This design comes from an exercise in tuning for small area, a short achievable clock period and few clock cycles per item on the open sky130 flow, not from production work. The RTL was checked by simulation tests, not by an equivalence proof against the original design. Power and IR drop assume default switching activity.

`design.v`:
```
`default_nettype none
package execPkg;
	localparam int dataWidth = 32;
	localparam int shiftWidth = 5;  
	localparam int mulDigits = 4;
	localparam int mulBits = 2 * mulDigits;
	typedef logic [dataWidth-1:0] word_t;
	typedef enum logic [2:0] {
		opAdd = 3'd0,
		opSub = 3'd1,
		opAnd = 3'd2,
		opOr = 3'd3,
		opSll = 3'd4,
		opSra = 3'd5,
		opMul = 3'd6  
	} aluOp_t;
endpackage
`default_nettype wire
`default_nettype none
module aluUnit (
	input execPkg::word_t opA,
	input execPkg::word_t opB,
	input logic [2:0] op,
	output execPkg::word_t aluSum,  
	output execPkg::word_t aluCarry,  
	output logic aluCin,  
	output logic aluNeq,
	output logic aluLt
);
	localparam int W = execPkg::dataWidth;
	logic [execPkg::shiftWidth-1:0] shAmt;
	logic shLeft;
	execPkg::word_t shIn;
	execPkg::word_t shOut;
	logic shFill;
	execPkg::word_t shStage [execPkg::shiftWidth+1];
	execPkg::word_t shRev;
	execPkg::word_t axb;
	assign shAmt = opB[execPkg::shiftWidth-1:0];  
	assign shLeft = !op[0];
	always_comb begin
		for (int i = 0; i < W; i++) begin
			shIn[i] = shLeft ? opA[W-1-i] : opA[i];
		end
	end
	assign shFill = !shLeft && opA[W-1];
	assign shStage[0] = shIn;
	for (genvar i = 0; i < execPkg::shiftWidth; i++) begin : gShift
		assign shStage[i+1] = shAmt[i]
			? {{(2**i){shFill}}, shStage[i][W-1:2**i]}
			: shStage[i];
	end
	assign shOut = shStage[execPkg::shiftWidth];
	always_comb begin
		for (int i = 0; i < W; i++) begin
			shRev[i] = shLeft ? shOut[W-1-i] : shOut[i];
		end
	end
	assign axb = opA ^ opB;
	always_comb begin
		aluCarry = '0;
		aluCin = 1'b0;
		case (op)
			execPkg::opAdd: begin
				aluSum = opA;
				aluCarry = opB;
			end
			execPkg::opSub: begin
				aluSum = opA;  
				aluCarry = ~opB;
				aluCin = 1'b1;
			end
			execPkg::opAnd: aluSum = opA & opB;
			execPkg::opOr: aluSum = opA | opB;
			execPkg::opSll: aluSum = shRev;
			execPkg::opSra: aluSum = shRev;
			default: aluSum = '0;  
		endcase
	end
	assign aluNeq = |axb;
	assign aluLt = (opA[W-1] != opB[W-1]) ? opA[W-1] : (opA[W-2:0] < opB[W-2:0]);
endmodule
module addPrefix (
	input logic [31:0] a,
	input logic [31:0] b,
	input logic cin,
	output logic [31:0] sum
);
	logic [31:0] p;
	logic [31:0] g;
	assign p = a ^ b;
	assign g = a & b;
	logic g0c;
	assign g0c = g[0] | (p[0] & cin);
	logic G0_1;
	assign G0_1 = g[1] | (p[1] & g0c);
	logic G0_3;
	assign G0_3 = g[3] | (p[3] & g[2]);
	logic P0_3;
	assign P0_3 = p[3] & p[2];
	logic G0_5;
	assign G0_5 = g[5] | (p[5] & g[4]);
	logic P0_5;
	assign P0_5 = p[5] & p[4];
	logic G0_7;
	assign G0_7 = g[7] | (p[7] & g[6]);
	logic P0_7;
	assign P0_7 = p[7] & p[6];
	logic G0_9;
	assign G0_9 = g[9] | (p[9] & g[8]);
	logic P0_9;
	assign P0_9 = p[9] & p[8];
	logic G0_11;
	assign G0_11 = g[11] | (p[11] & g[10]);
	logic P0_11;
	assign P0_11 = p[11] & p[10];
	logic G0_13;
	assign G0_13 = g[13] | (p[13] & g[12]);
	logic P0_13;
	assign P0_13 = p[13] & p[12];
	logic G0_15;
	assign G0_15 = g[15] | (p[15] & g[14]);
	logic P0_15;
	assign P0_15 = p[15] & p[14];
	logic G0_17;
	assign G0_17 = g[17] | (p[17] & g[16]);
	logic P0_17;
	assign P0_17 = p[17] & p[16];
	logic G0_19;
	assign G0_19 = g[19] | (p[19] & g[18]);
	logic P0_19;
	assign P0_19 = p[19] & p[18];
	logic G0_21;
	assign G0_21 = g[21] | (p[21] & g[20]);
	logic P0_21;
	assign P0_21 = p[21] & p[20];
	logic G0_23;
	assign G0_23 = g[23] | (p[23] & g[22]);
	logic P0_23;
	assign P0_23 = p[23] & p[22];
	logic G0_25;
	assign G0_25 = g[25] | (p[25] & g[24]);
	logic P0_25;
	assign P0_25 = p[25] & p[24];
	logic G0_27;
	assign G0_27 = g[27] | (p[27] & g[26]);
	logic P0_27;
	assign P0_27 = p[27] & p[26];
	logic G0_29;
	assign G0_29 = g[29] | (p[29] & g[28]);
	logic P0_29;
	assign P0_29 = p[29] & p[28];
	logic G0_31;
	assign G0_31 = g[31] | (p[31] & g[30]);
	logic P0_31;
	assign P0_31 = p[31] & p[30];
	logic G1_2;
	assign G1_2 = g[2] | (p[2] & G0_1);
	logic G1_3;
	assign G1_3 = G0_3 | (P0_3 & G0_1);
	logic G1_6;
	assign G1_6 = g[6] | (p[6] & G0_5);
	logic P1_6;
	assign P1_6 = p[6] & P0_5;
	logic G1_7;
	assign G1_7 = G0_7 | (P0_7 & G0_5);
	logic P1_7;
	assign P1_7 = P0_7 & P0_5;
	logic G1_10;
	assign G1_10 = g[10] | (p[10] & G0_9);
	logic P1_10;
	assign P1_10 = p[10] & P0_9;
	logic G1_11;
	assign G1_11 = G0_11 | (P0_11 & G0_9);
	logic P1_11;
	assign P1_11 = P0_11 & P0_9;
	logic G1_14;
	assign G1_14 = g[14] | (p[14] & G0_13);
	logic P1_14;
	assign P1_14 = p[14] & P0_13;
	logic G1_15;
	assign G1_15 = G0_15 | (P0_15 & G0_13);
	logic P1_15;
	assign P1_15 = P0_15 & P0_13;
	logic G1_18;
	assign G1_18 = g[18] | (p[18] & G0_17);
	logic P1_18;
	assign P1_18 = p[18] & P0_17;
	logic G1_19;
	assign G1_19 = G0_19 | (P0_19 & G0_17);
	logic P1_19;
	assign P1_19 = P0_19 & P0_17;
	logic G1_22;
	assign G1_22 = g[22] | (p[22] & G0_21);
	logic P1_22;
	assign P1_22 = p[22] & P0_21;
	logic G1_23;
	assign G1_23 = G0_23 | (P0_23 & G0_21);
	logic P1_23;
	assign P1_23 = P0_23 & P0_21;
	logic G1_26;
	assign G1_26 = g[26] | (p[26] & G0_25);
	logic P1_26;
	assign P1_26 = p[26] & P0_25;
	logic G1_27;
	assign G1_27 = G0_27 | (P0_27 & G0_25);
	logic P1_27;
	assign P1_27 = P0_27 & P0_25;
	logic G1_30;
	assign G1_30 = g[30] | (p[30] & G0_29);
	logic P1_30;
	assign P1_30 = p[30] & P0_29;
	logic G1_31;
	assign G1_31 = G0_31 | (P0_31 & G0_29);
	logic P1_31;
	assign P1_31 = P0_31 & P0_29;
	logic G2_4;
	assign G2_4 = g[4] | (p[4] & G1_3);
	logic G2_5;
	assign G2_5 = G0_5 | (P0_5 & G1_3);
	logic G2_6;
	assign G2_6 = G1_6 | (P1_6 & G1_3);
	logic G2_7;
	assign G2_7 = G1_7 | (P1_7 & G1_3);
	logic G2_12;
	assign G2_12 = g[12] | (p[12] & G1_11);
	logic P2_12;
	assign P2_12 = p[12] & P1_11;
	logic G2_13;
	assign G2_13 = G0_13 | (P0_13 & G1_11);
	logic P2_13;
	assign P2_13 = P0_13 & P1_11;
	logic G2_14;
	assign G2_14 = G1_14 | (P1_14 & G1_11);
	logic P2_14;
	assign P2_14 = P1_14 & P1_11;
	logic G2_15;
	assign G2_15 = G1_15 | (P1_15 & G1_11);
	logic P2_15;
	assign P2_15 = P1_15 & P1_11;
	logic G2_20;
	assign G2_20 = g[20] | (p[20] & G1_19);
	logic P2_20;
	assign P2_20 = p[20] & P1_19;
	logic G2_21;
	assign G2_21 = G0_21 | (P0_21 & G1_19);
	logic P2_21;
	assign P2_21 = P0_21 & P1_19;
	logic G2_22;
	assign G2_22 = G1_22 | (P1_22 & G1_19);
	logic P2_22;
	assign P2_22 = P1_22 & P1_19;
	logic G2_23;
	assign G2_23 = G1_23 | (P1_23 & G1_19);
	logic P2_23;
	assign P2_23 = P1_23 & P1_19;
	logic G2_28;
	assign G2_28 = g[28] | (p[28] & G1_27);
	logic P2_28;
	assign P2_28 = p[28] & P1_27;
	logic G2_29;
	assign G2_29 = G0_29 | (P0_29 & G1_27);
	logic P2_29;
	assign P2_29 = P0_29 & P1_27;
	logic G2_30;
	assign G2_30 = G1_30 | (P1_30 & G1_27);
	logic P2_30;
	assign P2_30 = P1_30 & P1_27;
	logic G2_31;
	assign G2_31 = G1_31 | (P1_31 & G1_27);
	logic P2_31;
	assign P2_31 = P1_31 & P1_27;
	logic G3_8;
	assign G3_8 = g[8] | (p[8] & G2_7);
	logic G3_9;
	assign G3_9 = G0_9 | (P0_9 & G2_7);
	logic G3_10;
	assign G3_10 = G1_10 | (P1_10 & G2_7);
	logic G3_11;
	assign G3_11 = G1_11 | (P1_11 & G2_7);
	logic G3_12;
	assign G3_12 = G2_12 | (P2_12 & G2_7);
	logic G3_13;
	assign G3_13 = G2_13 | (P2_13 & G2_7);
	logic G3_14;
	assign G3_14 = G2_14 | (P2_14 & G2_7);
	logic G3_15;
	assign G3_15 = G2_15 | (P2_15 & G2_7);
	logic G3_24;
	assign G3_24 = g[24] | (p[24] & G2_23);
	logic P3_24;
	assign P3_24 = p[24] & P2_23;
	logic G3_25;
	assign G3_25 = G0_25 | (P0_25 & G2_23);
	logic P3_25;
	assign P3_25 = P0_25 & P2_23;
	logic G3_26;
	assign G3_26 = G1_26 | (P1_26 & G2_23);
	logic P3_26;
	assign P3_26 = P1_26 & P2_23;
	logic G3_27;
	assign G3_27 = G1_27 | (P1_27 & G2_23);
	logic P3_27;
	assign P3_27 = P1_27 & P2_23;
	logic G3_28;
	assign G3_28 = G2_28 | (P2_28 & G2_23);
	logic P3_28;
	assign P3_28 = P2_28 & P2_23;
	logic G3_29;
	assign G3_29 = G2_29 | (P2_29 & G2_23);
	logic P3_29;
	assign P3_29 = P2_29 & P2_23;
	logic G3_30;
	assign G3_30 = G2_30 | (P2_30 & G2_23);
	logic P3_30;
	assign P3_30 = P2_30 & P2_23;
	logic G3_31;
	assign G3_31 = G2_31 | (P2_31 & G2_23);
	logic P3_31;
	assign P3_31 = P2_31 & P2_23;
	logic G4_16;
	assign G4_16 = g[16] | (p[16] & G3_15);
	logic G4_17;
	assign G4_17 = G0_17 | (P0_17 & G3_15);
	logic G4_18;
	assign G4_18 = G1_18 | (P1_18 & G3_15);
	logic G4_19;
	assign G4_19 = G1_19 | (P1_19 & G3_15);
	logic G4_20;
	assign G4_20 = G2_20 | (P2_20 & G3_15);
	logic G4_21;
	assign G4_21 = G2_21 | (P2_21 & G3_15);
	logic G4_22;
	assign G4_22 = G2_22 | (P2_22 & G3_15);
	logic G4_23;
	assign G4_23 = G2_23 | (P2_23 & G3_15);
	logic G4_24;
	assign G4_24 = G3_24 | (P3_24 & G3_15);
	logic G4_25;
	assign G4_25 = G3_25 | (P3_25 & G3_15);
	logic G4_26;
	assign G4_26 = G3_26 | (P3_26 & G3_15);
	logic G4_27;
	assign G4_27 = G3_27 | (P3_27 & G3_15);
	logic G4_28;
	assign G4_28 = G3_28 | (P3_28 & G3_15);
	logic G4_29;
	assign G4_29 = G3_29 | (P3_29 & G3_15);
	logic G4_30;
	assign G4_30 = G3_30 | (P3_30 & G3_15);
	logic G4_31;
	assign G4_31 = G3_31 | (P3_31 & G3_15);
	logic [31:0] c;
	assign c = {G4_30, G4_29, G4_28, G4_27, G4_26, G4_25, G4_24, G4_23, G4_22, G4_21, G4_20, G4_19, G4_18, G4_17, G4_16, G3_15, G3_14, G3_13, G3_12, G3_11, G3_10, G3_9, G3_8, G2_7, G2_6, G2_5, G2_4, G1_3, G1_2, G0_1, g0c, cin};
	assign sum = p ^ c;
endmodule
`default_nettype wire
`default_nettype none
module mulUnit (
	input execPkg::word_t mcand,  
	input logic [execPkg::mulDigits-1:0] digOne,  
	input logic [execPkg::mulDigits-1:0] digTwo,
	input logic [execPkg::mulDigits-1:0] digNeg,
	input execPkg::word_t accSum,  
	input execPkg::word_t accCarry,
	output execPkg::word_t nextSum,
	output execPkg::word_t nextCarry
);
	boothStep tree (
		.mc(mcand),
		.one(digOne),
		.two(digTwo),
		.neg(digNeg),
		.s(accSum),
		.c(accCarry),
		.os(nextSum),
		.oc(nextCarry)
	);
endmodule
module boothStep (
	input logic [31:0] mc,  
	input logic [3:0] one,  
	input logic [3:0] two,  
	input logic [3:0] neg,  
	input logic [31:0] s,
	input logic [31:0] c,
	output logic [31:0] os,
	output logic [31:0] oc
);
	logic one0, two0, neg0;
	logic [31:0] pp0;
	logic one1, two1, neg1;
	logic [31:2] pp1;
	logic one2, two2, neg2;
	logic [31:4] pp2;
	logic one3, two3, neg3;
	logic [31:6] pp3;
	logic fs1;
	logic fc2;
	logic fs3;
	logic fc4;
	logic fs5;
	logic fc6;
	logic fs7;
	logic fc8;
	logic fs9;
	logic fc10;
	logic fs11;
	logic fc12;
	logic fs13;
	logic fc14;
	logic fs15;
	logic fc16;
	logic fs17;
	logic fc18;
	logic fs19;
	logic fc20;
	logic fs21;
	logic fc22;
	logic fs23;
	logic fc24;
	logic fs25;
	logic fc26;
	logic fs27;
	logic fc28;
	logic fs29;
	logic fc30;
	logic fs31;
	logic fc32;
	logic fs33;
	logic fc34;
	logic fs35;
	logic fc36;
	logic fs37;
	logic fc38;
	logic fs39;
	logic fc40;
	logic fs41;
	logic fc42;
	logic fs43;
	logic fc44;
	logic fs45;
	logic fc46;
	logic fs47;
	logic fc48;
	logic fs49;
	logic fc50;
	logic fs51;
	logic fc52;
	logic fs53;
	logic fc54;
	logic fs55;
	logic fc56;
	logic fs57;
	logic fc58;
	logic fs59;
	logic fc60;
	logic fs61;
	logic fc62;
	logic fs63;
	logic fc64;
	logic fs65;
	logic fc66;
	logic fs67;
	logic fc68;
	logic fs69;
	logic fc70;
	logic fs71;
	logic fc72;
	logic fs73;
	logic fc74;
	logic fs75;
	logic fc76;
	logic fs77;
	logic fc78;
	logic fs79;
	logic fc80;
	logic fs81;
	logic fc82;
	logic fs83;
	logic fc84;
	logic fs85;
	logic fc86;
	logic fs87;
	logic fc88;
	logic fs89;
	logic fc90;
	logic fs91;
	logic fc92;
	logic fs93;
	logic fc94;
	logic fs95;
	logic fc96;
	logic fs97;
	logic fc98;
	logic fs99;
	logic fc100;
	logic fs101;
	logic fc102;
	logic fs103;
	logic fc104;
	logic fs105;
	logic fc106;
	logic fs107;
	logic fc108;
	logic fs109;
	logic fc110;
	logic fs111;
	logic fc112;
	logic fs113;
	logic fc114;
	logic fs115;
	logic fc116;
	logic fs117;
	logic fc118;
	logic fs119;
	logic fc120;
	logic fs121;
	logic fc122;
	logic fs123;
	logic fc124;
	logic fs125;
	logic fc126;
	logic fs127;
	logic fc128;
	logic fs129;
	logic fc130;
	logic fs131;
	logic fc132;
	logic fs133;
	logic fc134;
	logic fs135;
	logic fc136;
	logic fs137;
	logic fc138;
	logic fs139;
	logic fc140;
	logic fs141;
	logic fc142;
	logic fs143;
	logic fc144;
	logic fs145;
	logic fc146;
	logic fs147;
	logic fc148;
	logic fs149;
	logic fc150;
	logic fs151;
	logic fc152;
	logic fs153;
	logic fc154;
	logic fs155;
	logic fc156;
	logic fs157;
	logic fc158;
	logic fs159;
	logic fc160;
	logic fs161;
	logic fc162;
	logic fs163;
	logic fc164;
	logic fs165;
	logic fc166;
	logic fs167;
	logic fc168;
	logic fs169;
	logic fc170;
	logic fs171;
	logic fc172;
	logic fs173;
	logic fc174;
	logic fs175;
	logic fc176;
	logic fs177;
	logic fc178;
	logic fs179;
	logic fc180;
	logic fs181;
	logic fc182;
	logic fs183;
	logic fc184;
	logic fs185;
	logic fc186;
	logic fs187;
	logic fc188;
	logic fs189;
	logic fc190;
	logic fs191;
	logic fc192;
	logic fs193;
	logic fc194;
	logic fs195;
	logic fc196;
	logic fs197;
	logic fc198;
	logic fs199;
	logic fc200;
	logic fs201;
	logic fc202;
	logic fs203;
	logic fc204;
	logic fs205;
	logic fc206;
	logic fs207;
	logic fc208;
	logic fs209;
	logic fc210;
	logic fs211;
	logic fc212;
	logic fs213;
	logic fc214;
	logic fs215;
	logic fc216;
	logic fs217;
	logic fc218;
	logic fs219;
	logic fc220;
	logic fs221;
	logic fc222;
	logic fs223;
	logic fc224;
	logic fs225;
	logic fs226;
	logic fs227;
	logic fs228;
	assign one0 = one[0];
	assign two0 = two[0];
	assign neg0 = neg[0];
	assign pp0[0] = (one0 & mc[0]) ^ neg0;
	assign pp0[1] = ((one0 & mc[1]) | (two0 & mc[0])) ^ neg0;
	assign pp0[2] = ((one0 & mc[2]) | (two0 & mc[1])) ^ neg0;
	assign pp0[3] = ((one0 & mc[3]) | (two0 & mc[2])) ^ neg0;
	assign pp0[4] = ((one0 & mc[4]) | (two0 & mc[3])) ^ neg0;
	assign pp0[5] = ((one0 & mc[5]) | (two0 & mc[4])) ^ neg0;
	assign pp0[6] = ((one0 & mc[6]) | (two0 & mc[5])) ^ neg0;
	assign pp0[7] = ((one0 & mc[7]) | (two0 & mc[6])) ^ neg0;
	assign pp0[8] = ((one0 & mc[8]) | (two0 & mc[7])) ^ neg0;
	assign pp0[9] = ((one0 & mc[9]) | (two0 & mc[8])) ^ neg0;
	assign pp0[10] = ((one0 & mc[10]) | (two0 & mc[9])) ^ neg0;
	assign pp0[11] = ((one0 & mc[11]) | (two0 & mc[10])) ^ neg0;
	assign pp0[12] = ((one0 & mc[12]) | (two0 & mc[11])) ^ neg0;
	assign pp0[13] = ((one0 & mc[13]) | (two0 & mc[12])) ^ neg0;
	assign pp0[14] = ((one0 & mc[14]) | (two0 & mc[13])) ^ neg0;
	assign pp0[15] = ((one0 & mc[15]) | (two0 & mc[14])) ^ neg0;
	assign pp0[16] = ((one0 & mc[16]) | (two0 & mc[15])) ^ neg0;
	assign pp0[17] = ((one0 & mc[17]) | (two0 & mc[16])) ^ neg0;
	assign pp0[18] = ((one0 & mc[18]) | (two0 & mc[17])) ^ neg0;
	assign pp0[19] = ((one0 & mc[19]) | (two0 & mc[18])) ^ neg0;
	assign pp0[20] = ((one0 & mc[20]) | (two0 & mc[19])) ^ neg0;
	assign pp0[21] = ((one0 & mc[21]) | (two0 & mc[20])) ^ neg0;
	assign pp0[22] = ((one0 & mc[22]) | (two0 & mc[21])) ^ neg0;
	assign pp0[23] = ((one0 & mc[23]) | (two0 & mc[22])) ^ neg0;
	assign pp0[24] = ((one0 & mc[24]) | (two0 & mc[23])) ^ neg0;
	assign pp0[25] = ((one0 & mc[25]) | (two0 & mc[24])) ^ neg0;
	assign pp0[26] = ((one0 & mc[26]) | (two0 & mc[25])) ^ neg0;
	assign pp0[27] = ((one0 & mc[27]) | (two0 & mc[26])) ^ neg0;
	assign pp0[28] = ((one0 & mc[28]) | (two0 & mc[27])) ^ neg0;
	assign pp0[29] = ((one0 & mc[29]) | (two0 & mc[28])) ^ neg0;
	assign pp0[30] = ((one0 & mc[30]) | (two0 & mc[29])) ^ neg0;
	assign pp0[31] = ((one0 & mc[31]) | (two0 & mc[30])) ^ neg0;
	assign one1 = one[1];
	assign two1 = two[1];
	assign neg1 = neg[1];
	assign pp1[2] = (one1 & mc[0]) ^ neg1;
	assign pp1[3] = ((one1 & mc[1]) | (two1 & mc[0])) ^ neg1;
	assign pp1[4] = ((one1 & mc[2]) | (two1 & mc[1])) ^ neg1;
	assign pp1[5] = ((one1 & mc[3]) | (two1 & mc[2])) ^ neg1;
	assign pp1[6] = ((one1 & mc[4]) | (two1 & mc[3])) ^ neg1;
	assign pp1[7] = ((one1 & mc[5]) | (two1 & mc[4])) ^ neg1;
	assign pp1[8] = ((one1 & mc[6]) | (two1 & mc[5])) ^ neg1;
	assign pp1[9] = ((one1 & mc[7]) | (two1 & mc[6])) ^ neg1;
	assign pp1[10] = ((one1 & mc[8]) | (two1 & mc[7])) ^ neg1;
	assign pp1[11] = ((one1 & mc[9]) | (two1 & mc[8])) ^ neg1;
	assign pp1[12] = ((one1 & mc[10]) | (two1 & mc[9])) ^ neg1;
	assign pp1[13] = ((one1 & mc[11]) | (two1 & mc[10])) ^ neg1;
	assign pp1[14] = ((one1 & mc[12]) | (two1 & mc[11])) ^ neg1;
	assign pp1[15] = ((one1 & mc[13]) | (two1 & mc[12])) ^ neg1;
	assign pp1[16] = ((one1 & mc[14]) | (two1 & mc[13])) ^ neg1;
	assign pp1[17] = ((one1 & mc[15]) | (two1 & mc[14])) ^ neg1;
	assign pp1[18] = ((one1 & mc[16]) | (two1 & mc[15])) ^ neg1;
	assign pp1[19] = ((one1 & mc[17]) | (two1 & mc[16])) ^ neg1;
	assign pp1[20] = ((one1 & mc[18]) | (two1 & mc[17])) ^ neg1;
	assign pp1[21] = ((one1 & mc[19]) | (two1 & mc[18])) ^ neg1;
	assign pp1[22] = ((one1 & mc[20]) | (two1 & mc[19])) ^ neg1;
	assign pp1[23] = ((one1 & mc[21]) | (two1 & mc[20])) ^ neg1;
	assign pp1[24] = ((one1 & mc[22]) | (two1 & mc[21])) ^ neg1;
	assign pp1[25] = ((one1 & mc[23]) | (two1 & mc[22])) ^ neg1;
	assign pp1[26] = ((one1 & mc[24]) | (two1 & mc[23])) ^ neg1;
	assign pp1[27] = ((one1 & mc[25]) | (two1 & mc[24])) ^ neg1;
	assign pp1[28] = ((one1 & mc[26]) | (two1 & mc[25])) ^ neg1;
	assign pp1[29] = ((one1 & mc[27]) | (two1 & mc[26])) ^ neg1;
	assign pp1[30] = ((one1 & mc[28]) | (two1 & mc[27])) ^ neg1;
	assign pp1[31] = ((one1 & mc[29]) | (two1 & mc[28])) ^ neg1;
	assign one2 = one[2];
	assign two2 = two[2];
	assign neg2 = neg[2];
	assign pp2[4] = (one2 & mc[0]) ^ neg2;
	assign pp2[5] = ((one2 & mc[1]) | (two2 & mc[0])) ^ neg2;
	assign pp2[6] = ((one2 & mc[2]) | (two2 & mc[1])) ^ neg2;
	assign pp2[7] = ((one2 & mc[3]) | (two2 & mc[2])) ^ neg2;
	assign pp2[8] = ((one2 & mc[4]) | (two2 & mc[3])) ^ neg2;
	assign pp2[9] = ((one2 & mc[5]) | (two2 & mc[4])) ^ neg2;
	assign pp2[10] = ((one2 & mc[6]) | (two2 & mc[5])) ^ neg2;
	assign pp2[11] = ((one2 & mc[7]) | (two2 & mc[6])) ^ neg2;
	assign pp2[12] = ((one2 & mc[8]) | (two2 & mc[7])) ^ neg2;
	assign pp2[13] = ((one2 & mc[9]) | (two2 & mc[8])) ^ neg2;
	assign pp2[14] = ((one2 & mc[10]) | (two2 & mc[9])) ^ neg2;
	assign pp2[15] = ((one2 & mc[11]) | (two2 & mc[10])) ^ neg2;
	assign pp2[16] = ((one2 & mc[12]) | (two2 & mc[11])) ^ neg2;
	assign pp2[17] = ((one2 & mc[13]) | (two2 & mc[12])) ^ neg2;
	assign pp2[18] = ((one2 & mc[14]) | (two2 & mc[13])) ^ neg2;
	assign pp2[19] = ((one2 & mc[15]) | (two2 & mc[14])) ^ neg2;
	assign pp2[20] = ((one2 & mc[16]) | (two2 & mc[15])) ^ neg2;
	assign pp2[21] = ((one2 & mc[17]) | (two2 & mc[16])) ^ neg2;
	assign pp2[22] = ((one2 & mc[18]) | (two2 & mc[17])) ^ neg2;
	assign pp2[23] = ((one2 & mc[19]) | (two2 & mc[18])) ^ neg2;
	assign pp2[24] = ((one2 & mc[20]) | (two2 & mc[19])) ^ neg2;
	assign pp2[25] = ((one2 & mc[21]) | (two2 & mc[20])) ^ neg2;
	assign pp2[26] = ((one2 & mc[22]) | (two2 & mc[21])) ^ neg2;
	assign pp2[27] = ((one2 & mc[23]) | (two2 & mc[22])) ^ neg2;
	assign pp2[28] = ((one2 & mc[24]) | (two2 & mc[23])) ^ neg2;
	assign pp2[29] = ((one2 & mc[25]) | (two2 & mc[24])) ^ neg2;
	assign pp2[30] = ((one2 & mc[26]) | (two2 & mc[25])) ^ neg2;
	assign pp2[31] = ((one2 & mc[27]) | (two2 & mc[26])) ^ neg2;
	assign one3 = one[3];
	assign two3 = two[3];
	assign neg3 = neg[3];
	assign pp3[6] = (one3 & mc[0]) ^ neg3;
	assign pp3[7] = ((one3 & mc[1]) | (two3 & mc[0])) ^ neg3;
	assign pp3[8] = ((one3 & mc[2]) | (two3 & mc[1])) ^ neg3;
	assign pp3[9] = ((one3 & mc[3]) | (two3 & mc[2])) ^ neg3;
	assign pp3[10] = ((one3 & mc[4]) | (two3 & mc[3])) ^ neg3;
	assign pp3[11] = ((one3 & mc[5]) | (two3 & mc[4])) ^ neg3;
	assign pp3[12] = ((one3 & mc[6]) | (two3 & mc[5])) ^ neg3;
	assign pp3[13] = ((one3 & mc[7]) | (two3 & mc[6])) ^ neg3;
	assign pp3[14] = ((one3 & mc[8]) | (two3 & mc[7])) ^ neg3;
	assign pp3[15] = ((one3 & mc[9]) | (two3 & mc[8])) ^ neg3;
	assign pp3[16] = ((one3 & mc[10]) | (two3 & mc[9])) ^ neg3;
	assign pp3[17] = ((one3 & mc[11]) | (two3 & mc[10])) ^ neg3;
	assign pp3[18] = ((one3 & mc[12]) | (two3 & mc[11])) ^ neg3;
	assign pp3[19] = ((one3 & mc[13]) | (two3 & mc[12])) ^ neg3;
	assign pp3[20] = ((one3 & mc[14]) | (two3 & mc[13])) ^ neg3;
	assign pp3[21] = ((one3 & mc[15]) | (two3 & mc[14])) ^ neg3;
	assign pp3[22] = ((one3 & mc[16]) | (two3 & mc[15])) ^ neg3;
	assign pp3[23] = ((one3 & mc[17]) | (two3 & mc[16])) ^ neg3;
	assign pp3[24] = ((one3 & mc[18]) | (two3 & mc[17])) ^ neg3;
	assign pp3[25] = ((one3 & mc[19]) | (two3 & mc[18])) ^ neg3;
	assign pp3[26] = ((one3 & mc[20]) | (two3 & mc[19])) ^ neg3;
	assign pp3[27] = ((one3 & mc[21]) | (two3 & mc[20])) ^ neg3;
	assign pp3[28] = ((one3 & mc[22]) | (two3 & mc[21])) ^ neg3;
	assign pp3[29] = ((one3 & mc[23]) | (two3 & mc[22])) ^ neg3;
	assign pp3[30] = ((one3 & mc[24]) | (two3 & mc[23])) ^ neg3;
	assign pp3[31] = ((one3 & mc[25]) | (two3 & mc[24])) ^ neg3;
	assign fs1 = neg0 ^ s[0] ^ c[0];
	assign fc2 = (neg0 & s[0]) | (neg0 & c[0]) | (s[0] & c[0]);
	assign fs3 = s[1] ^ c[1] ^ fc2;
	assign fc4 = (s[1] & c[1]) | (s[1] & fc2) | (c[1] & fc2);
	assign fs5 = neg1 ^ s[2] ^ c[2];
	assign fc6 = (neg1 & s[2]) | (neg1 & c[2]) | (s[2] & c[2]);
	assign fs7 = pp0[2] ^ pp1[2] ^ fs5;
	assign fc8 = (pp0[2] & pp1[2]) | (pp0[2] & fs5) | (pp1[2] & fs5);
	assign fs9 = s[3] ^ c[3] ^ fc6;
	assign fc10 = (s[3] & c[3]) | (s[3] & fc6) | (c[3] & fc6);
	assign fs11 = pp0[3] ^ pp1[3] ^ fc8;
	assign fc12 = (pp0[3] & pp1[3]) | (pp0[3] & fc8) | (pp1[3] & fc8);
	assign fs13 = neg2 ^ s[4] ^ c[4];
	assign fc14 = (neg2 & s[4]) | (neg2 & c[4]) | (s[4] & c[4]);
	assign fs15 = pp0[4] ^ pp1[4] ^ pp2[4];
	assign fc16 = (pp0[4] & pp1[4]) | (pp0[4] & pp2[4]) | (pp1[4] & pp2[4]);
	assign fs17 = fs13 ^ fc10 ^ fs15;
	assign fc18 = (fs13 & fc10) | (fs13 & fs15) | (fc10 & fs15);
	assign fs19 = s[5] ^ c[5] ^ fc14;
	assign fc20 = (s[5] & c[5]) | (s[5] & fc14) | (c[5] & fc14);
	assign fs21 = pp0[5] ^ pp1[5] ^ pp2[5];
	assign fc22 = (pp0[5] & pp1[5]) | (pp0[5] & pp2[5]) | (pp1[5] & pp2[5]);
	assign fs23 = fc16 ^ fs19 ^ fs21;
	assign fc24 = (fc16 & fs19) | (fc16 & fs21) | (fs19 & fs21);
	assign fs25 = neg3 ^ s[6] ^ c[6];
	assign fc26 = (neg3 & s[6]) | (neg3 & c[6]) | (s[6] & c[6]);
	assign fs27 = pp0[6] ^ pp1[6] ^ pp2[6];
	assign fc28 = (pp0[6] & pp1[6]) | (pp0[6] & pp2[6]) | (pp1[6] & pp2[6]);
	assign fs29 = pp3[6] ^ fs25 ^ fc20;
	assign fc30 = (pp3[6] & fs25) | (pp3[6] & fc20) | (fs25 & fc20);
	assign fs31 = fc22 ^ fs27 ^ fs29;
	assign fc32 = (fc22 & fs27) | (fc22 & fs29) | (fs27 & fs29);
	assign fs33 = s[7] ^ c[7] ^ fc26;
	assign fc34 = (s[7] & c[7]) | (s[7] & fc26) | (c[7] & fc26);
	assign fs35 = pp0[7] ^ pp1[7] ^ pp2[7];
	assign fc36 = (pp0[7] & pp1[7]) | (pp0[7] & pp2[7]) | (pp1[7] & pp2[7]);
	assign fs37 = pp3[7] ^ fc28 ^ fs33;
	assign fc38 = (pp3[7] & fc28) | (pp3[7] & fs33) | (fc28 & fs33);
	assign fs39 = fs35 ^ fc30 ^ fs37;
	assign fc40 = (fs35 & fc30) | (fs35 & fs37) | (fc30 & fs37);
	assign fs41 = s[8] ^ c[8] ^ pp0[8];
	assign fc42 = (s[8] & c[8]) | (s[8] & pp0[8]) | (c[8] & pp0[8]);
	assign fs43 = pp1[8] ^ pp2[8] ^ pp3[8];
	assign fc44 = (pp1[8] & pp2[8]) | (pp1[8] & pp3[8]) | (pp2[8] & pp3[8]);
	assign fs45 = fc34 ^ fc36 ^ fs41;
	assign fc46 = (fc34 & fc36) | (fc34 & fs41) | (fc36 & fs41);
	assign fs47 = fs43 ^ fc38 ^ fs45;
	assign fc48 = (fs43 & fc38) | (fs43 & fs45) | (fc38 & fs45);
	assign fs49 = s[9] ^ c[9] ^ pp0[9];
	assign fc50 = (s[9] & c[9]) | (s[9] & pp0[9]) | (c[9] & pp0[9]);
	assign fs51 = pp1[9] ^ pp2[9] ^ pp3[9];
	assign fc52 = (pp1[9] & pp2[9]) | (pp1[9] & pp3[9]) | (pp2[9] & pp3[9]);
	assign fs53 = fc42 ^ fc44 ^ fs49;
	assign fc54 = (fc42 & fc44) | (fc42 & fs49) | (fc44 & fs49);
	assign fs55 = fs51 ^ fc46 ^ fs53;
	assign fc56 = (fs51 & fc46) | (fs51 & fs53) | (fc46 & fs53);
	assign fs57 = s[10] ^ c[10] ^ pp0[10];
	assign fc58 = (s[10] & c[10]) | (s[10] & pp0[10]) | (c[10] & pp0[10]);
	assign fs59 = pp1[10] ^ pp2[10] ^ pp3[10];
	assign fc60 = (pp1[10] & pp2[10]) | (pp1[10] & pp3[10]) | (pp2[10] & pp3[10]);
	assign fs61 = fc50 ^ fc52 ^ fs57;
	assign fc62 = (fc50 & fc52) | (fc50 & fs57) | (fc52 & fs57);
	assign fs63 = fs59 ^ fc54 ^ fs61;
	assign fc64 = (fs59 & fc54) | (fs59 & fs61) | (fc54 & fs61);
	assign fs65 = s[11] ^ c[11] ^ pp0[11];
	assign fc66 = (s[11] & c[11]) | (s[11] & pp0[11]) | (c[11] & pp0[11]);
	assign fs67 = pp1[11] ^ pp2[11] ^ pp3[11];
	assign fc68 = (pp1[11] & pp2[11]) | (pp1[11] & pp3[11]) | (pp2[11] & pp3[11]);
	assign fs69 = fc58 ^ fc60 ^ fs65;
	assign fc70 = (fc58 & fc60) | (fc58 & fs65) | (fc60 & fs65);
	assign fs71 = fs67 ^ fc62 ^ fs69;
	assign fc72 = (fs67 & fc62) | (fs67 & fs69) | (fc62 & fs69);
	assign fs73 = s[12] ^ c[12] ^ pp0[12];
	assign fc74 = (s[12] & c[12]) | (s[12] & pp0[12]) | (c[12] & pp0[12]);
	assign fs75 = pp1[12] ^ pp2[12] ^ pp3[12];
	assign fc76 = (pp1[12] & pp2[12]) | (pp1[12] & pp3[12]) | (pp2[12] & pp3[12]);
	assign fs77 = fc66 ^ fc68 ^ fs73;
	assign fc78 = (fc66 & fc68) | (fc66 & fs73) | (fc68 & fs73);
	assign fs79 = fs75 ^ fc70 ^ fs77;
	assign fc80 = (fs75 & fc70) | (fs75 & fs77) | (fc70 & fs77);
	assign fs81 = s[13] ^ c[13] ^ pp0[13];
	assign fc82 = (s[13] & c[13]) | (s[13] & pp0[13]) | (c[13] & pp0[13]);
	assign fs83 = pp1[13] ^ pp2[13] ^ pp3[13];
	assign fc84 = (pp1[13] & pp2[13]) | (pp1[13] & pp3[13]) | (pp2[13] & pp3[13]);
	assign fs85 = fc74 ^ fc76 ^ fs81;
	assign fc86 = (fc74 & fc76) | (fc74 & fs81) | (fc76 & fs81);
	assign fs87 = fs83 ^ fc78 ^ fs85;
	assign fc88 = (fs83 & fc78) | (fs83 & fs85) | (fc78 & fs85);
	assign fs89 = s[14] ^ c[14] ^ pp0[14];
	assign fc90 = (s[14] & c[14]) | (s[14] & pp0[14]) | (c[14] & pp0[14]);
	assign fs91 = pp1[14] ^ pp2[14] ^ pp3[14];
	assign fc92 = (pp1[14] & pp2[14]) | (pp1[14] & pp3[14]) | (pp2[14] & pp3[14]);
	assign fs93 = fc82 ^ fc84 ^ fs89;
	assign fc94 = (fc82 & fc84) | (fc82 & fs89) | (fc84 & fs89);
	assign fs95 = fs91 ^ fc86 ^ fs93;
	assign fc96 = (fs91 & fc86) | (fs91 & fs93) | (fc86 & fs93);
	assign fs97 = s[15] ^ c[15] ^ pp0[15];
	assign fc98 = (s[15] & c[15]) | (s[15] & pp0[15]) | (c[15] & pp0[15]);
	assign fs99 = pp1[15] ^ pp2[15] ^ pp3[15];
	assign fc100 = (pp1[15] & pp2[15]) | (pp1[15] & pp3[15]) | (pp2[15] & pp3[15]);
	assign fs101 = fc90 ^ fc92 ^ fs97;
	assign fc102 = (fc90 & fc92) | (fc90 & fs97) | (fc92 & fs97);
	assign fs103 = fs99 ^ fc94 ^ fs101;
	assign fc104 = (fs99 & fc94) | (fs99 & fs101) | (fc94 & fs101);
	assign fs105 = s[16] ^ c[16] ^ pp0[16];
	assign fc106 = (s[16] & c[16]) | (s[16] & pp0[16]) | (c[16] & pp0[16]);
	assign fs107 = pp1[16] ^ pp2[16] ^ pp3[16];
	assign fc108 = (pp1[16] & pp2[16]) | (pp1[16] & pp3[16]) | (pp2[16] & pp3[16]);
	assign fs109 = fc98 ^ fc100 ^ fs105;
	assign fc110 = (fc98 & fc100) | (fc98 & fs105) | (fc100 & fs105);
	assign fs111 = fs107 ^ fc102 ^ fs109;
	assign fc112 = (fs107 & fc102) | (fs107 & fs109) | (fc102 & fs109);
	assign fs113 = s[17] ^ c[17] ^ pp0[17];
	assign fc114 = (s[17] & c[17]) | (s[17] & pp0[17]) | (c[17] & pp0[17]);
	assign fs115 = pp1[17] ^ pp2[17] ^ pp3[17];
	assign fc116 = (pp1[17] & pp2[17]) | (pp1[17] & pp3[17]) | (pp2[17] & pp3[17]);
	assign fs117 = fc106 ^ fc108 ^ fs113;
	assign fc118 = (fc106 & fc108) | (fc106 & fs113) | (fc108 & fs113);
	assign fs119 = fs115 ^ fc110 ^ fs117;
	assign fc120 = (fs115 & fc110) | (fs115 & fs117) | (fc110 & fs117);
	assign fs121 = s[18] ^ c[18] ^ pp0[18];
	assign fc122 = (s[18] & c[18]) | (s[18] & pp0[18]) | (c[18] & pp0[18]);
	assign fs123 = pp1[18] ^ pp2[18] ^ pp3[18];
	assign fc124 = (pp1[18] & pp2[18]) | (pp1[18] & pp3[18]) | (pp2[18] & pp3[18]);
	assign fs125 = fc114 ^ fc116 ^ fs121;
	assign fc126 = (fc114 & fc116) | (fc114 & fs121) | (fc116 & fs121);
	assign fs127 = fs123 ^ fc118 ^ fs125;
	assign fc128 = (fs123 & fc118) | (fs123 & fs125) | (fc118 & fs125);
	assign fs129 = s[19] ^ c[19] ^ pp0[19];
	assign fc130 = (s[19] & c[19]) | (s[19] & pp0[19]) | (c[19] & pp0[19]);
	assign fs131 = pp1[19] ^ pp2[19] ^ pp3[19];
	assign fc132 = (pp1[19] & pp2[19]) | (pp1[19] & pp3[19]) | (pp2[19] & pp3[19]);
	assign fs133 = fc122 ^ fc124 ^ fs129;
	assign fc134 = (fc122 & fc124) | (fc122 & fs129) | (fc124 & fs129);
	assign fs135 = fs131 ^ fc126 ^ fs133;
	assign fc136 = (fs131 & fc126) | (fs131 & fs133) | (fc126 & fs133);
	assign fs137 = s[20] ^ c[20] ^ pp0[20];
	assign fc138 = (s[20] & c[20]) | (s[20] & pp0[20]) | (c[20] & pp0[20]);
	assign fs139 = pp1[20] ^ pp2[20] ^ pp3[20];
	assign fc140 = (pp1[20] & pp2[20]) | (pp1[20] & pp3[20]) | (pp2[20] & pp3[20]);
	assign fs141 = fc130 ^ fc132 ^ fs137;
	assign fc142 = (fc130 & fc132) | (fc130 & fs137) | (fc132 & fs137);
	assign fs143 = fs139 ^ fc134 ^ fs141;
	assign fc144 = (fs139 & fc134) | (fs139 & fs141) | (fc134 & fs141);
	assign fs145 = s[21] ^ c[21] ^ pp0[21];
	assign fc146 = (s[21] & c[21]) | (s[21] & pp0[21]) | (c[21] & pp0[21]);
	assign fs147 = pp1[21] ^ pp2[21] ^ pp3[21];
	assign fc148 = (pp1[21] & pp2[21]) | (pp1[21] & pp3[21]) | (pp2[21] & pp3[21]);
	assign fs149 = fc138 ^ fc140 ^ fs145;
	assign fc150 = (fc138 & fc140) | (fc138 & fs145) | (fc140 & fs145);
	assign fs151 = fs147 ^ fc142 ^ fs149;
	assign fc152 = (fs147 & fc142) | (fs147 & fs149) | (fc142 & fs149);
	assign fs153 = s[22] ^ c[22] ^ pp0[22];
	assign fc154 = (s[22] & c[22]) | (s[22] & pp0[22]) | (c[22] & pp0[22]);
	assign fs155 = pp1[22] ^ pp2[22] ^ pp3[22];
	assign fc156 = (pp1[22] & pp2[22]) | (pp1[22] & pp3[22]) | (pp2[22] & pp3[22]);
	assign fs157 = fc146 ^ fc148 ^ fs153;
	assign fc158 = (fc146 & fc148) | (fc146 & fs153) | (fc148 & fs153);
	assign fs159 = fs155 ^ fc150 ^ fs157;
	assign fc160 = (fs155 & fc150) | (fs155 & fs157) | (fc150 & fs157);
	assign fs161 = s[23] ^ c[23] ^ pp0[23];
	assign fc162 = (s[23] & c[23]) | (s[23] & pp0[23]) | (c[23] & pp0[23]);
	assign fs163 = pp1[23] ^ pp2[23] ^ pp3[23];
	assign fc164 = (pp1[23] & pp2[23]) | (pp1[23] & pp3[23]) | (pp2[23] & pp3[23]);
	assign fs165 = fc154 ^ fc156 ^ fs161;
	assign fc166 = (fc154 & fc156) | (fc154 & fs161) | (fc156 & fs161);
	assign fs167 = fs163 ^ fc158 ^ fs165;
	assign fc168 = (fs163 & fc158) | (fs163 & fs165) | (fc158 & fs165);
	assign fs169 = s[24] ^ c[24] ^ pp0[24];
	assign fc170 = (s[24] & c[24]) | (s[24] & pp0[24]) | (c[24] & pp0[24]);
	assign fs171 = pp1[24] ^ pp2[24] ^ pp3[24];
	assign fc172 = (pp1[24] & pp2[24]) | (pp1[24] & pp3[24]) | (pp2[24] & pp3[24]);
	assign fs173 = fc162 ^ fc164 ^ fs169;
	assign fc174 = (fc162 & fc164) | (fc162 & fs169) | (fc164 & fs169);
	assign fs175 = fs171 ^ fc166 ^ fs173;
	assign fc176 = (fs171 & fc166) | (fs171 & fs173) | (fc166 & fs173);
	assign fs177 = s[25] ^ c[25] ^ pp0[25];
	assign fc178 = (s[25] & c[25]) | (s[25] & pp0[25]) | (c[25] & pp0[25]);
	assign fs179 = pp1[25] ^ pp2[25] ^ pp3[25];
	assign fc180 = (pp1[25] & pp2[25]) | (pp1[25] & pp3[25]) | (pp2[25] & pp3[25]);
	assign fs181 = fc170 ^ fc172 ^ fs177;
	assign fc182 = (fc170 & fc172) | (fc170 & fs177) | (fc172 & fs177);
	assign fs183 = fs179 ^ fc174 ^ fs181;
	assign fc184 = (fs179 & fc174) | (fs179 & fs181) | (fc174 & fs181);
	assign fs185 = s[26] ^ c[26] ^ pp0[26];
	assign fc186 = (s[26] & c[26]) | (s[26] & pp0[26]) | (c[26] & pp0[26]);
	assign fs187 = pp1[26] ^ pp2[26] ^ pp3[26];
	assign fc188 = (pp1[26] & pp2[26]) | (pp1[26] & pp3[26]) | (pp2[26] & pp3[26]);
	assign fs189 = fc178 ^ fc180 ^ fs185;
	assign fc190 = (fc178 & fc180) | (fc178 & fs185) | (fc180 & fs185);
	assign fs191 = fs187 ^ fc182 ^ fs189;
	assign fc192 = (fs187 & fc182) | (fs187 & fs189) | (fc182 & fs189);
	assign fs193 = s[27] ^ c[27] ^ pp0[27];
	assign fc194 = (s[27] & c[27]) | (s[27] & pp0[27]) | (c[27] & pp0[27]);
	assign fs195 = pp1[27] ^ pp2[27] ^ pp3[27];
	assign fc196 = (pp1[27] & pp2[27]) | (pp1[27] & pp3[27]) | (pp2[27] & pp3[27]);
	assign fs197 = fc186 ^ fc188 ^ fs193;
	assign fc198 = (fc186 & fc188) | (fc186 & fs193) | (fc188 & fs193);
	assign fs199 = fs195 ^ fc190 ^ fs197;
	assign fc200 = (fs195 & fc190) | (fs195 & fs197) | (fc190 & fs197);
	assign fs201 = s[28] ^ c[28] ^ pp0[28];
	assign fc202 = (s[28] & c[28]) | (s[28] & pp0[28]) | (c[28] & pp0[28]);
	assign fs203 = pp1[28] ^ pp2[28] ^ pp3[28];
	assign fc204 = (pp1[28] & pp2[28]) | (pp1[28] & pp3[28]) | (pp2[28] & pp3[28]);
	assign fs205 = fc194 ^ fc196 ^ fs201;
	assign fc206 = (fc194 & fc196) | (fc194 & fs201) | (fc196 & fs201);
	assign fs207 = fs203 ^ fc198 ^ fs205;
	assign fc208 = (fs203 & fc198) | (fs203 & fs205) | (fc198 & fs205);
	assign fs209 = s[29] ^ c[29] ^ pp0[29];
	assign fc210 = (s[29] & c[29]) | (s[29] & pp0[29]) | (c[29] & pp0[29]);
	assign fs211 = pp1[29] ^ pp2[29] ^ pp3[29];
	assign fc212 = (pp1[29] & pp2[29]) | (pp1[29] & pp3[29]) | (pp2[29] & pp3[29]);
	assign fs213 = fc202 ^ fc204 ^ fs209;
	assign fc214 = (fc202 & fc204) | (fc202 & fs209) | (fc204 & fs209);
	assign fs215 = fs211 ^ fc206 ^ fs213;
	assign fc216 = (fs211 & fc206) | (fs211 & fs213) | (fc206 & fs213);
	assign fs217 = s[30] ^ c[30] ^ pp0[30];
	assign fc218 = (s[30] & c[30]) | (s[30] & pp0[30]) | (c[30] & pp0[30]);
	assign fs219 = pp1[30] ^ pp2[30] ^ pp3[30];
	assign fc220 = (pp1[30] & pp2[30]) | (pp1[30] & pp3[30]) | (pp2[30] & pp3[30]);
	assign fs221 = fc210 ^ fc212 ^ fs217;
	assign fc222 = (fc210 & fc212) | (fc210 & fs217) | (fc212 & fs217);
	assign fs223 = fs219 ^ fc214 ^ fs221;
	assign fc224 = (fs219 & fc214) | (fs219 & fs221) | (fc214 & fs221);
	assign fs225 = s[31] ^ c[31] ^ pp0[31];
	assign fs226 = pp1[31] ^ pp2[31] ^ pp3[31];
	assign fs227 = fc218 ^ fc220 ^ fs225;
	assign fs228 = fs226 ^ fc222 ^ fs227;
	assign os = {fc224, fc216, fc208, fc200, fc192, fc184, fc176, fc168, fc160, fc152, fc144, fc136, fc128, fc120, fc112, fc104, fc96, fc88, fc80, fc72, fc64, fc56, fc48, fc40, fc32, fc24, fc18, fc12, fs9, fc4, pp0[1], pp0[0]};
	assign oc = {fs228, fs223, fs215, fs207, fs199, fs191, fs183, fs175, fs167, fs159, fs151, fs143, fs135, fs127, fs119, fs111, fs103, fs95, fs87, fs79, fs71, fs63, fs55, fs47, fs39, fs31, fs23, fs17, fs11, fs7, fs3, fs1};
endmodule
`default_nettype wire
`default_nettype none
module execControl (
	input logic clk,
	input logic rst,
	input logic start,
	input logic [2:0] op,
	input execPkg::word_t opA,
	input execPkg::word_t opB,
	output execPkg::word_t latA,
	output execPkg::word_t latB,
	output logic [2:0] latOp,
	output logic [execPkg::mulDigits-1:0] digOne,  
	output logic [execPkg::mulDigits-1:0] digTwo,
	output logic [execPkg::mulDigits-1:0] digNeg,
	input execPkg::word_t aluSum,
	input execPkg::word_t aluCarry,
	input logic aluCin,
	input logic aluNeq,
	input logic aluLt,
	input execPkg::word_t nextSum,
	input execPkg::word_t nextCarry,
	output execPkg::word_t accSum,
	output execPkg::word_t accCarry,
	output logic firstStep,
	output execPkg::word_t result,
	output logic neq,
	output logic lt,
	output logic done,
	output logic busy
);
	localparam int W = execPkg::dataWidth;
	localparam int NB = execPkg::mulBits;
	localparam int D = execPkg::mulDigits;
	logic accept;
	logic valid;  
	logic last;  
	logic nextLast;
	logic stepping;  
	logic shift;  
	logic shiftQ;
	logic mulAccept;
	logic nextStepping;
	logic rowsDone;  
	logic accCin;
	logic rowNeq;  
	logic rowLt;
	execPkg::word_t sum;
	logic [NB:0] digBits;  
	logic [D-1:0] nextOne;
	logic [D-1:0] nextTwo;
	logic [D-1:0] nextNeg;
	assign shift = shiftQ;
	assign busy = shiftQ;
	assign accept = start && !busy && (op != 3'd7);  
	assign mulAccept = accept && (op == execPkg::opMul);
	assign nextStepping = mulAccept || shift;
	always_ff @(posedge clk) begin
		if (rst) begin
			valid <= 1'b0;
			firstStep <= 1'b0;
			stepping <= 1'b0;
			shiftQ <= 1'b0;
			rowsDone <= 1'b0;
			done <= 1'b0;
		end else begin
			valid <= accept;
			firstStep <= mulAccept;
			stepping <= nextStepping;
			shiftQ <= nextStepping && !nextLast;
			rowsDone <= (valid && !firstStep) || (stepping && last);
			done <= rowsDone;
		end
	end
	always_ff @(posedge clk) begin
		if (shift) begin
			latA <= latA << NB;
			latB <= {{NB{latB[W-1]}}, latB[W-1:NB]};  
		end else begin
			latA <= opA;
			latB <= opB;
			latOp <= op;
		end
	end
	assign digBits = shift ? latB[2*NB-1:NB-1] : {opB[NB-1:0], 1'b0};
	assign nextLast = shift ? (latB[W-1:2*NB-1] == {(W-2*NB+1){latB[W-1]}})
		: (opB[W-1:NB-1] == {(W-NB+1){opB[W-1]}});
	always_comb begin
		for (int j = 0; j < D; j++) begin
			nextOne[j] = digBits[2*j+1] ^ digBits[2*j];
			nextTwo[j] = (digBits[2*j+2] && !digBits[2*j+1] && !digBits[2*j])
				|| (!digBits[2*j+2] && digBits[2*j+1] && digBits[2*j]);
			nextNeg[j] = digBits[2*j+2];
		end
	end
	always_ff @(posedge clk) begin
		digOne <= nextOne;
		digTwo <= nextTwo;
		digNeg <= nextNeg;
		last <= nextLast;
	end
	always_ff @(posedge clk) begin
		if (stepping) begin
			accSum <= nextSum;
			accCarry <= nextCarry;
			accCin <= 1'b0;
		end else begin
			accSum <= aluSum;
			accCarry <= aluCarry;
			accCin <= aluCin;
		end
		if (valid) begin
			rowNeq <= aluNeq;
			rowLt <= aluLt;
		end
		result <= sum;
		neq <= rowNeq;
		lt <= rowLt;
	end
	addPrefix adder (
		.a(accSum),
		.b(accCarry),
		.cin(accCin),
		.sum(sum)
	);
endmodule
`default_nettype wire
`default_nettype none
module execTop (
	input logic clk,
	input logic rst,
	input logic start,
	input logic [2:0] op,  
	input logic [31:0] opA,
	input logic [31:0] opB,
	output logic [31:0] result,
	output logic neq,
	output logic lt,
	output logic done,
	output logic busy
);
	execPkg::word_t latA;
	execPkg::word_t latB;
	logic [2:0] latOp;
	logic [execPkg::mulDigits-1:0] digOne;
	logic [execPkg::mulDigits-1:0] digTwo;
	logic [execPkg::mulDigits-1:0] digNeg;
	execPkg::word_t aluSum;
	execPkg::word_t aluCarry;
	logic aluCin;
	logic aluNeq;
	logic aluLt;
	execPkg::word_t nextSum;
	execPkg::word_t nextCarry;
	execPkg::word_t accSum;
	execPkg::word_t accCarry;
	logic firstStep;
	execControl control (
		.clk(clk),
		.rst(rst),
		.start(start),
		.op(op),
		.opA(opA),
		.opB(opB),
		.latA(latA),
		.latB(latB),
		.latOp(latOp),
		.digOne(digOne),
		.digTwo(digTwo),
		.digNeg(digNeg),
		.aluSum(aluSum),
		.aluCarry(aluCarry),
		.aluCin(aluCin),
		.aluNeq(aluNeq),
		.aluLt(aluLt),
		.nextSum(nextSum),
		.nextCarry(nextCarry),
		.accSum(accSum),
		.accCarry(accCarry),
		.firstStep(firstStep),
		.result(result),
		.neq(neq),
		.lt(lt),
		.done(done),
		.busy(busy)
	);
	aluUnit alu (
		.opA(latA),
		.opB(latB),
		.op(latOp),
		.aluSum(aluSum),
		.aluCarry(aluCarry),
		.aluCin(aluCin),
		.aluNeq(aluNeq),
		.aluLt(aluLt)
	);
	mulUnit mul (
		.mcand(latA),
		.digOne(digOne),
		.digTwo(digTwo),
		.digNeg(digNeg),
		.accSum(firstStep ? '0 : accSum),
		.accCarry(firstStep ? '0 : accCarry),
		.nextSum(nextSum),
		.nextCarry(nextCarry)
	);
endmodule
`default_nettype wire
```
`run.sh`:
```
#!/bin/bash
# synth_recipe.tcl (not shown) runs the flow's synth.tcl, then flattens the netlist and writes it again
# the make line also repeats each setting of config.mk as NAME=value (left out here)
make -C /OpenROAD-flow-scripts/flow DESIGN_CONFIG=/design/flow/config.mk WORK_HOME=/design/flow/orfs CLKGATE_MAP_FILE= SYNTH_SCRIPT=/design/flow/synth_recipe.tcl finish
```
`config.mk`:
```
export PLATFORM = sky130hd
export DESIGN_NAME = execTop
export DESIGN_NICKNAME = execTop
export VERILOG_FILES = /design/flow/design.v
export SDC_FILE = /design/flow/constraint.sdc
export NUM_CORES = 4
export LEC_CHECK = 0
export ABC_AREA = 1
export CAP_MARGIN = 20
export CORE_MARGIN = 2
export CORE_UTILIZATION = 40
export SETUP_SLACK_MARGIN = 3.1
export SLEW_MARGIN = 20
export TNS_END_PERCENT = 5
```
`constraint.sdc`:
```
create_clock -name core_clock -period 6.0 [get_ports {clk}]
set_input_delay 1.2000 -clock core_clock [delete_from_list [all_inputs] [get_ports {clk}]]
set_output_delay 1.2000 -clock core_clock [all_outputs]
set_load 0.01 [all_outputs]
```
==> results of run 1 <==
-- synth_stat cells (4+ instances only) --
| cell | instances | area (um^2) |
|---|---|---|
| nand2_1 | 439 | 1650 |
| nand3_1 | 281 | 1410 |
| inv_1 | 214 | 803 |
| dfxtp_1 | 177 | 3540 |
| nor2_1 | 144 | 541 |
| o22ai_1 | 133 | 832 |
| xor2_1 | 133 | 1160 |
| ha_1 | 124 | 1550 |
| fa_1 | 118 | 2360 |
| o21ai_0 | 97 | 485 |
| a21oi_1 | 78 | 390 |
| clkbuf_1 | 77 | 289 |
| buf_2 | 37 | 185 |
| o22a_1 | 29 | 254 |
| clkinv_1 | 17 | 63.8 |
| buf_1 | 16 | 60.1 |
| nand2_2 | 14 | 87.6 |
| nand4_1 | 13 | 81.3 |
| nor4_1 | 12 | 75.1 |
| o21ai_1 | 12 | 60.1 |
| a221oi_1 | 10 | 87.6 |
| xnor2_1 | 10 | 87.6 |
| nor3_1 | 9 | 45.0 |
| a21boi_1 | 7 | 52.6 |
| buf_6 | 6 | 67.6 |
| edfxtp_1 | 6 | 180 |
| inv_2 | 5 | 18.8 |
| o41ai_1 | 5 | 43.8 |
| or2_2 | 5 | 31.3 |
| nand3_2 | 4 | 40.0 |
-- worst max-delay path by stage --
stage,startpoint,endpoint,slack (ns),cells past startpoint
6_report,control.latA[10]$_DFF_P_,control.accCarry[10]$_DFF_P_,3.03,7
5_1_grt,control.digTwo[3]$_DFF_P_,control.accCarry[18]$_DFF_P_,2.99,7
4_1_cts,control.latA[12]$_DFF_P_,control.accCarry[13]$_DFF_P_,2.98,7
3_5_place_dp,control.digNeg[0]$_DFF_P_,control.accCarry[30]$_DFF_P_,2.32,7
3_3_place_gp,control.digNeg[0]$_DFF_P_,control.accCarry[31]$_DFF_P_,2.39,10
2_1_floorplan,control.digNeg[0]$_DFF_P_,control.accCarry[20]$_DFF_P_,3.07,8
-- per-layer routing --
layer | global-route usage (%) | up-vias | part of all wire (%)
met1 | 40.0 | 8065 | 41
li1 | - | 7665 | -
met5 | 0 | - | 0
met3 | 6.33 | 197 | 9.0
met2 | 48.5 | 883 | 45
met4 | 15.2 | 0 | 5.3
-- worst max-delay path: stages, from the launching register on --
cell and delay (ns):
dfxtp_2 0.48, clkinvlp_4 0.23, o22ai_1 0.23, xor2_1 0.29
fa_1 0.49, fa_1 0.52, fa_1 0.41, o22a_1 0.20
-- where the power goes --
| group | internal, uW | switching (uW) | leakage, uW | total (uW) |
|---|---|---|---|---|
| combinational | 1210 | 1670 | 0.00728 | 2880 |
| sequential | 1420 | 163 | 0.00155 | 1580 |
| clock | 589 | 599 | 0.000290 | 1190 |
-- cell type report --
type / instances / area [um^2]
Clock inverter: 15 / 159
Inverter: 238 / 1020
Sequential cell: 183 / 3770
Timing Repair Buffer: 187 / 1810
Fill cell: 4229 / 22300
Tap cell: 539 / 674
Multi-Input combinational cell: 1709 / 11700
Clock buffer: 17 / 425
Timing Repair inverter: 3 / 22.5
-- state kept, by name, summed over array words and instances, names as in the netlist, 3 cells and up --
name,cells
control.accCarry,32
control.accSum,32
control.digNeg,3
control.digOne,4
control.digTwo,4
control.latA,32
control.latB,29
control.latOp,3
control.result,32
-- stage by stage --
stage | power, uW | hold slack (ns) | instances | util, %
CTS | 5640 | 0.360 | 2858 | 45.8
global placement | 4280 | 0.332 | 2795 | 43.4
floorplan | 3450 | 0.323 | 2270 | -
finish | 5650 | 0.351 | 2891 | 46.7
detailed placement | 4370 | 0.333 | 2795 | 43.4
global route | 6080 | 0.363 | 2891 | 46.7
-- cell families (layout without fill, tap and decap cells) --
logic type / after synthesis / in the layout / synth area share, %
adder cells (fa/ha/maj): 242 / 242 / 23.2
buffers and inverters: 378 / 460 / 9.15
XOR/XNOR: 145 / 145 / 7.61
flip-flops: 183 / 183 / 22.0
AO/OA/AOI/OAI: 395 / 395 / 14.3
AND/OR/NAND/NOR: 927 / 927 / 23.8
-- what timing repair did --
action | 4_1_cts | 5_1_grt
pin swaps | 2 | 4
setup buffers | 27 | 32
resized for setup | 59 | 39
endpoints found under the setup margin | 62 | 57
gates cloned | 4 | 1
==> flow_summary_export.csv, run 1 <==
group,metric,value,unit
status,status,"no timing/DRC/antenna violations",
sta,finalWorstSetupSlack,3.03,ns
power,p_per_area,289,mW/mm^2
sta,timing.final.crit_share,49.5,%
routing,drc,0,
logic_synthesis,syn_nets,2582,
clock_network,ctsHoldBuffers,0,
floorplan,start_util,40.4,%
global_routing,grt_pass1_vias,15900,
clock_network,clock_sinks,183,
routing,avgViaCountPerCell,5.81,
clock_network,root_buffer,"clkbuf_16",
logic_synthesis,synth_warnings,3,
sta,worst_pin_slew,1.03,ns
floorplan,die_w,210,um
logic_synthesis,synth.distinct_cells,54,
floorplan,ios,106,
routing,drt_pre_antenna_iters,6,
sta,min_period,2.97,ns
hold_path,whs_path_depth,0,
hold_path,worstHoldEndpoint,"control.neq$_DFF_P_",
global_routing,grt_max_degree,92,
placed_design,hpwl,48.0,mm
logic_synthesis,synth-edff-count,6,
finish,drive_gt1_share,9.74,%
routing,antenna_left,0,
clock_network,clockBufferDepth,2,
worst_setup_path,worstPathMaxFanout,5,
sta,maxSlewViolCount,0,
sta,totalNegativeSetupSlack,0,ns
sta,rsz0062_at_grt,"yes",
worst_setup_path,required,6.39,ns
hold_path,hp-class,"flip-flop to flip-flop",
clock_network,clk_pin_slew,0.08,ns
placed_design,numPortBuffers,105,
finish,final_common_cell,"nand2_1",
worst_setup_path,path_class,"flip-flop to flip-flop",
sta,finalHoldViolCount,0,
global_routing,grt_usage,30.7,%
worst_setup_path,reg2reg_depth,7,
routing,drt_iter0_markers,1899,
routing,vias,16800,
finish,areaGrowthSynthToFinish,15.7,%
sta,skew,0.0199,ns
worst_setup_path,crit_path_end_kind,"flip-flop",
finish,layout_common_cells,"436 x nand2_1, 280 x nand3_1, 195 x inv_1, 148 x dfxtp_1, 143 x nor2_1",
routing,wl_per_cell,23.4,um
logic_synthesis,ys_ff_latch,183,
sta,relSlewSlack,29.9,%
clock_network,cts_tree,"built",
clock_network,numCtsBuffers,17,
worst_setup_path,arrival,3.35,ns
floorplan,rows,75,
clock_network,htree_levels,4,
finish,fin_area,0.0195,mm^2
worst_setup_path,start_kind,"flip-flop",
logic_synthesis,avgSynthCellArea,7.44,um^2
routing,routed_wl,67.6,mm
finish,antenna_cells,0,
sta,setup_viol,0,
hold_path,min_from,"control.rowNeq$_DFFE_PP_",
floorplan,dieHeight,210,um
floorplan,coreArea,0.0419,mm^2
logic_synthesis,ys_seq_area_share,22.0,%
logic_synthesis,async_reset_ff_share,0,%
power,p_leak,0.00912,uW
worst_setup_path,r2r-start,"control.latA[10]$_DFF_P_",
power,ir_drop,0.000227,V
global_routing,antenna_found_initial,0,
clock_network,clk_latency,0.51,ns
floorplan,die-area,0.0439,mm^2
placed_design,pre_cts_slack,2.32,ns
placed_design,placed_area,0.0181,mm^2
logic_synthesis,netlist_area,0.0169,mm^2
sta,fmax,0.337,GHz
logic_synthesis,syn-instance-count,2270,
finish,num-nets-final,2651,
global_routing,grt_pass1_wl,99.6,mm
global_routing,overflow,0,
worst_setup_path,worstReg2RegEnd,"control.accCarry[10]$_DFF_P_",
run,drv_cap,0,
worst_setup_path,r2r_slack,3.03,ns
placed_design,place_congestion,1.00,
logic_synthesis,synthFlopType,"dfxtp_1",
Testbench counts, summed over its fixed seeds: cycles 15,655, ops 12,000.
==> run 2, diff against run 1 <==
--- a/config.mk
+++ b/config.mk
@@ -11,3 +11,3 @@
 export CORE_UTILIZATION = 40
-export SETUP_SLACK_MARGIN = 3.1
+export SETUP_SLACK_MARGIN = 3.0
 export SLEW_MARGIN = 20
==> run 2 against run 1 <==
First-iteration DRC count shrank 1.7%. Register-to-register slack worse by 0.21 ns. Synthesized cell count did not move. Sequential share of layout area up 0.30 points. Clock power is essentially flat. Via count is 1.5% lower. Synthesized area is the same. Routed wire length fell by 1.1%. Worst hold slack lost 0.0010 ns. Sequential power about the same. Design area is 2.5% lower. Still clean on timing, DRC and antenna. Critical endpoint is now control.accCarry[22]$_DFF_P_. Highest routed layer is now met5.
==> flow_summary_export.csv, run 2 <==
group,metric,value,unit
worst_setup_path,cp_top_family,"adder cells",
worst_setup_path,required,6.39,ns
global_routing,antenna_found_initial,1,
sta,fmax,0.315,GHz
floorplan,rows,75,
finish,fin_area,0.0191,mm^2
sta,min_period,3.18,ns
clock_network,clk_pin_slew,0.08,ns
power,p_leak,0.00895,uW
clock_network,ctsHoldBuffers,0,
routing,wl_met1,27.9,mm
finish,layout_common_cells,"438 x nand2_1, 280 x nand3_1, 208 x inv_1, 172 x dfxtp_1, 143 x nor2_1",
sta,maxSlewViolCount,0,
routing,dr_wl_met2,30.1,mm
worst_setup_path,r2r_slack,2.82,ns
routing,drt_pre_antenna_iters,6,
logic_synthesis,synthFlopType,"dfxtp_1",
worst_setup_path,crit_path_end_kind,"flip-flop",
placed_design,placed_area,0.0182,mm^2
placed_design,hpwl,48.5,mm
logic_synthesis,synth_largest_area_cell,"dfxtp_1",
placed_design,numPortBuffers,105,
finish,areaGrowthSynthToFinish,12.8,%
floorplan,start_util,40.4,%
logic_synthesis,netlist.area_leader.share,21.0,%
global_routing,grt_pass1_vias,16100,
status,status,"no timing/DRC/antenna violations",
clock_network,cts_tree,"built",
clock_network,clockBufferDepth,2,
finish,multiInputGateArea,0.0116,mm^2
routing,wl_met3,5.79,mm
routing,routed_wl,66.9,mm
worst_setup_path,path_cells,"inv_1 -> o22ai_1 -> xor2_1 -> fa_1 -> fa_1 -> fa_1 -> o22a_1",
routing,vias,16600,
power,p_per_area,294,mW/mm^2
logic_synthesis,syn-instance-count,2270,
global_routing,overflow,0,
logic_synthesis,avgSynthCellArea,7.44,um^2
worst_setup_path,cp_slowest_cell,"fa_1",
logic_synthesis,yosysMostFrequentCell,"nand2_1",
routing,avgViaCountPerCell,5.81,
logic_synthesis,ys_seq_area_share,22.0,%
global_routing,grt_usage,30.9,%
logic_synthesis,yosys-top-cells-count,"439 x nand2_1, 281 x nand3_1, 214 x inv_1",
routing,drt_iter0_markers,1866,
worst_setup_path,worstPathMaxFanout,11,
logic_synthesis,synthTopCellsByArea,"dfxtp_1 21%, fa_1 14%, nand2_1 9.8%, ha_1 9.2%, nand3_1 8.3%",
sta,totalNegativeSetupSlack,0,ns
finish,num-nets-final,2611,
logic_synthesis,synth_warnings,3,
floorplan,ios,106,
sta,worst_pin_slew,1.01,ns
clock_network,numCtsBuffers,17,
placed_design,place_congestion,1.02,
sta,timing.final.crit_share,52.9,%
global_routing,grt_pass1_wl,101,mm
finish,seq_area,0.00374,mm^2
sta,rsz0062_at_grt,"yes",
logic_synthesis,netlist_area,0.0169,mm^2
logic_synthesis,ys_ff_latch,183,
worst_setup_path,start_kind,"flip-flop",
floorplan,coreArea,0.0419,mm^2
global_routing,grt_max_degree,92,
floorplan,die_w,210,um
run,drv_cap,0,
clock_network,htree_levels,4,
floorplan,dieHeight,210,um
sta,setup_viol,0,
routing,drc,0,
power,ir_drop,0.000239,V
sta,finalHoldViolCount,0,
[run 2: cell counts after synthesis]
Identical to the previous run, type by type.
[run 2: layout make-up]
type                       count  share of cell area (%)
timing repair inverter         1                  0.0394
inverter                     238                    5.01
timing repair buffer         149                    7.81
sequential                   183                    19.6
multi-input combinational   1709                    61.1
clock inverter                 8                   0.539
clock buffer                  21                    2.36
tap                          539                    3.54
antenna                        1                  0.0131
[run 2: final timing paths]
check | depth (start not counted) | end | from
setup reg to reg | 7 | control.accCarry[22]$_DFF_P_ | control.latA[22]$_DFF_P_
setup / recovery | 7 | control.accCarry[22]$_DFF_P_ | control.latA[22]$_DFF_P_
hold reg to reg | 0 | control.neq$_DFF_P_ | control.rowNeq$_DFFE_PP_
hold / removal | 0 | control.neq$_DFF_P_ | control.rowNeq$_DFFE_PP_
[run 2: metrics by stage]
| step | instances | total power [uW] | hold WS [ns] | worst slack [ns] | utilization (%) |
|---|---|---|---|---|---|
| 2_1_floorplan | 2270 | 3450 | 0.323 | 3.03 | - |
| 3_3_place_gp | 2799 | 4300 | 0.334 | 2.53 | 43.4 |
| 3_5_place_dp | 2799 | 4390 | 0.335 | 2.41 | 43.4 |
| 4_1_cts | 2846 | 5610 | 0.352 | 2.92 | 45.4 |
| 5_1_grt | 2848 | 6000 | 0.358 | 2.82 | 45.5 |
| 6_report | 2849 | 5610 | 0.350 | 2.82 | 45.5 |
[run 2: cell families after synthesis]
logic type               Yosys count  synth area share, %
AND/OR/NAND/NOR                  927                 23.8
buffers and inverters            378                 9.15
AO/OA/AOI/OAI                    395                 14.3
XOR/XNOR                         145                 7.61
adder cells (fa/ha/maj)          242                 23.2
flip-flops                       183                 22.0
[run 2: power by group]
| group | switching, uW | total (uW) | internal, uW |
|---|---|---|---|
| clock network | 544 | 1160 | 616 |
| registers | 157 | 1580 | 1420 |
| logic | 1680 | 2870 | 1190 |
[run 2: metal layers]
layer,global-route usage (%),vias to the layer above
met3,6.45,157
met2,48.5,793
li1,-,7572
met5,0,-
met1,40.8,8041
met4,14.7,2
[run 2: what timing repair did]
action | 4_1_cts | 5_1_grt
pin swaps | 0 | 1
endpoints found under the setup margin | 57 | 66
resized for setup | 37 | 6
setup buffers | 16 | 2
gates cloned | 2 | 0

Check on run 2: ideal ports give 2.823 ns setup slack; a clkbuf_16 on the clock port and buf_2 on the inputs give 2.823 ns; moving port delays by the midpoint clock arrival (0.555 ns) as well gives 2.675 ns.
